Background: an optimization exercise with open tools, aiming at small area and a short achievable clock period. Do not read the settings as production practice.
Only simulation tests tie the RTL to the original design; equivalence was not proved.

==> maple <==
==> flow/design.v <==
`timescale 1ns/1ns
module slotPicker (
    input  logic [32-1:0]           mask,
    output logic [32*4-1:0] sel,
    output logic [4-1:0]           total
);
    localparam int NB = 32 / 4;
    function automatic logic [3:0] tadd(input logic [3:0] a, input logic [3:0] b);
        logic [3:0] s;
        s[0] = a[0] | b[0];
        s[1] = a[1] | b[1] | (a[0] & b[0]);
        s[2] = a[2] | b[2] | (a[1] & b[0]) | (a[0] & b[1]);
        s[3] = a[3] | b[3] | (a[2] & b[0]) | (a[1] & b[1]) | (a[0] & b[2]);
        tadd = s;
    endfunction
    logic [3:0] blkTot [NB];    
    logic [3:0] blkPre [NB];    
    always_comb begin
        for (int b = 0; b < NB; b++) begin
            logic m0, m1, m2, m3;
            m0 = mask[4*b]; m1 = mask[4*b+1]; m2 = mask[4*b+2]; m3 = mask[4*b+3];
            blkTot[b][0] = m0 | m1 | m2 | m3;
            blkTot[b][1] = (m0 & (m1 | m2 | m3)) | (m1 & (m2 | m3)) | (m2 & m3);
            blkTot[b][2] = (m0 & m1 & (m2 | m3)) | (m2 & m3 & (m0 | m1));
            blkTot[b][3] = m0 & m1 & m2 & m3;
        end
        for (int b = 0; b < NB; b++) blkPre[b] = blkTot[b];
        for (int l = 0; l < 3; l++) begin
            for (int b = 0; b < NB; b++) begin
                if ((b >> l) & 1) begin
                    blkPre[b] = tadd(blkPre[b], blkPre[((b >> (l + 1)) << (l + 1)) + (1 << l) - 1]);
                end
            end
        end
        for (int b = 0; b < NB; b++) begin
            logic [3:0] base;
            logic [3:0] eq;
            logic m0, m1, m2, m3;
            m0 = mask[4*b]; m1 = mask[4*b+1]; m2 = mask[4*b+2]; m3 = mask[4*b+3];
            base = (b == 0) ? 4'b0000 : blkPre[b-1];
            eq[0] = ~base[0];
            eq[1] = base[0] & ~base[1];
            eq[2] = base[1] & ~base[2];
            eq[3] = base[2] & ~base[3];
            for (int k = 0; k < 4; k++) begin
                sel[(4*b)*4+k]   = m0 & eq[k];
                sel[(4*b+1)*4+k] = m1 & (m0 ? ((k >= 1) ? eq[(k+3)%4] : 1'b0) : eq[k]);
            end
            for (int k = 0; k < 4; k++) begin
                logic l0, l1, l2;
                l0 = ~m0 & ~m1;
                l1 = m0 ^ m1;
                l2 = m0 & m1;
                sel[(4*b+2)*4+k] = m2 & ((l0 & eq[k]) |
                                         (l1 & ((k >= 1) ? eq[(k+3)%4] : 1'b0)) |
                                         (l2 & ((k >= 2) ? eq[(k+2)%4] : 1'b0)));
            end
            for (int k = 0; k < 4; k++) begin
                logic n0, n1, n2, n3;
                n0 = ~m0 & ~m1 & ~m2;
                n1 = (m0 & ~m1 & ~m2) | (~m0 & m1 & ~m2) | (~m0 & ~m1 & m2);
                n2 = (m0 & m1 & ~m2) | (m0 & ~m1 & m2) | (~m0 & m1 & m2);
                n3 = m0 & m1 & m2;
                sel[(4*b+3)*4+k] = m3 & ((n0 & eq[k]) |
                                         (n1 & ((k >= 1) ? eq[(k+3)%4] : 1'b0)) |
                                         (n2 & ((k >= 2) ? eq[(k+2)%4] : 1'b0)) |
                                         (n3 & ((k >= 3) ? eq[(k+1)%4] : 1'b0)));
            end
        end
        total = blkPre[NB-1];
    end
endmodule
`timescale 1ns/1ns
module entryArray (
    input  logic                              clk,
    input  logic                              reset,
    input  logic [4-1:0]              dispatchValid,
    input  logic [4*7-1:0]   dispatchRob,
    input  logic [4*8-1:0]      dispatchSrc1,
    input  logic [4*8-1:0]      dispatchSrc2,
    input  logic [4-1:0]              dispatchSrc1Ready,
    input  logic [4-1:0]              dispatchSrc2Ready,
    input  logic                              wakeupValid,
    input  logic [8-1:0]                wakeupTag,
    input  logic [32*4-1:0]    freeSel,
    input  logic [32-1:0]              issued,
    output logic [32-1:0]              freeMask,
    output logic [32-1:0]              readyMask,
    output logic [32*7-1:0]   robFlat
);
    logic [32-1:0]  busy;
    logic [32-1:0]  src1Ready;
    logic [32-1:0]  src2Ready;
    logic [7-1:0] robIdx  [32];
    logic [8-1:0]    src1Tag [32];
    logic [8-1:0]    src2Tag [32];
    logic [4-1:0]  laneReady1;
    logic [4-1:0]  laneReady2;
    assign freeMask  = ~busy;
    assign readyMask = busy & src1Ready & src2Ready;
    always_comb begin
        for (int k = 0; k < 4; k++) begin
            laneReady1[k] = dispatchSrc1Ready[k] |
                (wakeupValid & (dispatchSrc1[k*8 +: 8] == wakeupTag));
            laneReady2[k] = dispatchSrc2Ready[k] |
                (wakeupValid & (dispatchSrc2[k*8 +: 8] == wakeupTag));
        end
        for (int i = 0; i < 32; i++) begin
            robFlat[i*7 +: 7] = robIdx[i];
        end
    end
    always_ff @(posedge clk) begin
        for (int i = 0; i < 32; i++) begin
            logic [7-1:0] r;
            logic [8-1:0]    t1, t2;
            logic                  w1, w2, rd1, rd2, wr;
            r   = {7{busy[i]}} & robIdx[i];
            t1  = {8{busy[i]}} & src1Tag[i];
            t2  = {8{busy[i]}} & src2Tag[i];
            w1  = wakeupValid & (src1Tag[i] == wakeupTag);
            w2  = wakeupValid & (src2Tag[i] == wakeupTag);
            rd1 = busy[i] & (src1Ready[i] | w1);
            rd2 = busy[i] & (src2Ready[i] | w2);
            wr  = 1'b0;
            for (int k = 0; k < 4; k++) begin
                r   = r  | ({7{freeSel[i*4+k]}} & dispatchRob[k*7 +: 7]);
                t1  = t1 | ({8{freeSel[i*4+k]}} & dispatchSrc1[k*8 +: 8]);
                t2  = t2 | ({8{freeSel[i*4+k]}} & dispatchSrc2[k*8 +: 8]);
                rd1 = rd1 | (freeSel[i*4+k] & laneReady1[k]);
                rd2 = rd2 | (freeSel[i*4+k] & laneReady2[k]);
                wr  = wr  | (freeSel[i*4+k] & dispatchValid[k]);
            end
            robIdx[i]    <= r;
            src1Tag[i]   <= t1;
            src2Tag[i]   <= t2;
            src1Ready[i] <= rd1;
            src2Ready[i] <= rd2;
            busy[i]      <= reset & ((busy[i] & ~issued[i]) | wr);
        end
    end
endmodule
`timescale 1ns/1ns
module issueQueue (
    input  logic                              clk,
    input  logic                              reset,
    input  logic [4-1:0]              dispatchValid,
    input  logic [4*7-1:0]   dispatchRob,
    input  logic [4*8-1:0]      dispatchSrc1,
    input  logic [4*8-1:0]      dispatchSrc2,
    input  logic [4-1:0]              dispatchSrc1Ready,
    input  logic [4-1:0]              dispatchSrc2Ready,
    input  logic                              wakeupValid,
    input  logic [8-1:0]                wakeupTag,
    output logic [4-1:0]              issueValid,
    output logic [4*7-1:0]   issueRob,
    output logic [2:0]                        creditReturn
);
    logic [32-1:0]            freeMask;
    logic [32-1:0]            readyMask;
    logic [32*7-1:0] robFlat;
    logic [32*4-1:0]  freeSel;
    logic [32*4-1:0]  readySel;
    logic [4-1:0]            readyTotal;
    logic [32-1:0]            issued;
    slotPicker freePicker (
        .mask  (freeMask),
        .sel   (freeSel),
        .total ()
    );
    slotPicker readyPicker (
        .mask  (readyMask),
        .sel   (readySel),
        .total (readyTotal)
    );
    always_comb begin
        for (int i = 0; i < 32; i++) begin
            issued[i] = |readySel[i*4 +: 4];
        end
    end
    entryArray entries (
        .clk               (clk),
        .reset             (reset),
        .dispatchValid     (dispatchValid),
        .dispatchRob       (dispatchRob),
        .dispatchSrc1      (dispatchSrc1),
        .dispatchSrc2      (dispatchSrc2),
        .dispatchSrc1Ready (dispatchSrc1Ready),
        .dispatchSrc2Ready (dispatchSrc2Ready),
        .wakeupValid       (wakeupValid),
        .wakeupTag         (wakeupTag),
        .freeSel           (freeSel),
        .issued            (issued),
        .freeMask          (freeMask),
        .readyMask         (readyMask),
        .robFlat           (robFlat)
    );
    always_ff @(posedge clk) begin
        for (int k = 0; k < 4; k++) begin
            logic [7-1:0] r;
            r = '0;
            for (int i = 0; i < 32; i++) begin
                r = r | ({7{readySel[i*4+k]}} & robFlat[i*7 +: 7]);
            end
            issueRob[k*7 +: 7] <= r;
        end
        if (!reset) begin
            issueValid   <= '0;
            creditReturn <= '0;
        end else begin
            issueValid   <= readyTotal;
            creditReturn <= {readyTotal[3],
                             readyTotal[1] & ~readyTotal[3],
                             (readyTotal[0] & ~readyTotal[1]) | (readyTotal[2] & ~readyTotal[3])};
        end
    end
endmodule
`timescale 1ns/1ns
module issueQueueTop (
    input  logic        clk,
    input  logic        rst_n,
    input  logic [3:0]  dispatch_valid,
    input  logic [27:0] dispatch_rob,
    input  logic [31:0] dispatch_src1,
    input  logic [31:0] dispatch_src2,
    input  logic [3:0]  dispatch_src1_ready,
    input  logic [3:0]  dispatch_src2_ready,
    input  logic        wakeup_valid,
    input  logic [7:0]  wakeup_tag,
    output logic [3:0]  issue_valid,
    output logic [27:0] issue_rob,
    output logic [2:0]  credit_return
);
    issueQueue core (
        .clk               (clk),
        .reset             (rst_n),
        .dispatchValid     (dispatch_valid),
        .dispatchRob       (dispatch_rob),
        .dispatchSrc1      (dispatch_src1),
        .dispatchSrc2      (dispatch_src2),
        .dispatchSrc1Ready (dispatch_src1_ready),
        .dispatchSrc2Ready (dispatch_src2_ready),
        .wakeupValid       (wakeup_valid),
        .wakeupTag         (wakeup_tag),
        .issueValid        (issue_valid),
        .issueRob          (issue_rob),
        .creditReturn      (credit_return)
    );
endmodule
==> flow/run.sh <==
#!/bin/bash
# synth_recipe.tcl (not shown) runs the flow's synth.tcl, then flattens the netlist and writes it again
# the make line also repeats each setting of config.mk as NAME=value (left out here)
make -C /OpenROAD-flow-scripts/flow DESIGN_CONFIG=/design/flow/config.mk WORK_HOME=/design/flow/orfs CLKGATE_MAP_FILE= SYNTH_SCRIPT=/design/flow/synth_recipe.tcl finish
==> flow/config.mk <==
export PLATFORM = sky130hd
export DESIGN_NAME = issueQueueTop
export DESIGN_NICKNAME = issueQueueTop
export VERILOG_FILES = /design/flow/design.v
export SDC_FILE = /design/flow/constraint.sdc
export NUM_CORES = 4
export LEC_CHECK = 0
export CAP_MARGIN = 20
export CORE_MARGIN = 2
export CORE_UTILIZATION = 40
export PLACE_DENSITY = 0.45
export SETUP_SLACK_MARGIN = 5
export SLEW_MARGIN = 20
==> flow/constraint.sdc <==
create_clock -name core_clock -period 9.0 [get_ports {clk}]
set_input_delay 1.8000 -clock core_clock [delete_from_list [all_inputs] [get_ports {clk}]]
set_output_delay 1.8000 -clock core_clock [all_outputs]
set_load 0.01 [all_outputs]
==> pepper: changes against maple <==
MIN_ROUTING_LAYER = met2   (was default)
==> impl_metrics.env <==
export IMPL_p_int_mw=7.44
export IMPL_place_ws_ps=2860
export IMPL_largestRegisters="core.entries.src1Tag x248, core.entries.src2Tag x248, core.entries.robIdx x217"
export IMPL_ff_latch_area_um2=17700
export IMPL_wl_met2_um=162000
export IMPL_p_comb_mw=2.66
export IMPL_clkbuf_count=164
export IMPL_hold_viol=0
export IMPL_status="complete, no violations"
export IMPL_clock_latency_ps=780
export IMPL_p_switching_mw=4.17
export IMPL_gr_usage_all_layers_pct=51.9
export IMPL_cp_startpoint="core.entries.busy[1]$_DFF_P_"
export IMPL_buf_share_pct=11.1
export IMPL_place_congestion=1.12
export IMPL_crit_buf_inv=6
the above is filed under maple

==> impl_metrics.env <==
export IMPL_place_ws_ps=2320
export IMPL_stop_stage="5_1_grt"
export IMPL_error="[ERROR GRT-0116] Global routing finished with congestion. Check the congestion regions in the DRC Viewer."
export IMPL_gr_usage_all_layers_pct=88.9
export IMPL_start_util_pct=40.1
export IMPL_place_congestion=1.24
export IMPL_placed_cells=9297
export IMPL_status="did not finish"
export IMPL_grt_pass1_wl_um=658000
export IMPL_busiest_layer="met3"
export IMPL_grt_pass1_vias=109000
the above is filed under pepper

-- separate check: timing with driven ports --
How much do the figures lean on ideal ports? The routed layout below was timed once more, with nothing changed but the port constraints. Step 1 assumes that a clkbuf_16 drives the clock port and a buf_2 every other input. Step 2 also shifts input and output timing later by t, the mid clock arrival at the registers, as if the neighbouring blocks saw the same clock. Slacks: no drivers / after step 1 / after step 2; pairs: no drivers / after step 1.
run: maple
t, ns: 0.837
slack for setup (ns): 4.719 / 4.719 / 4.103
slew at the worst register clock pin (ns): 0.07 / 0.07
worst slew at a driven data input, ns: 0.24
cell pins on the clock port's net: 1
After both steps maple still meets setup and hold. For maple, drivers alone change the setup slack by 0.000 ns; drivers and shift together by -0.616 ns.
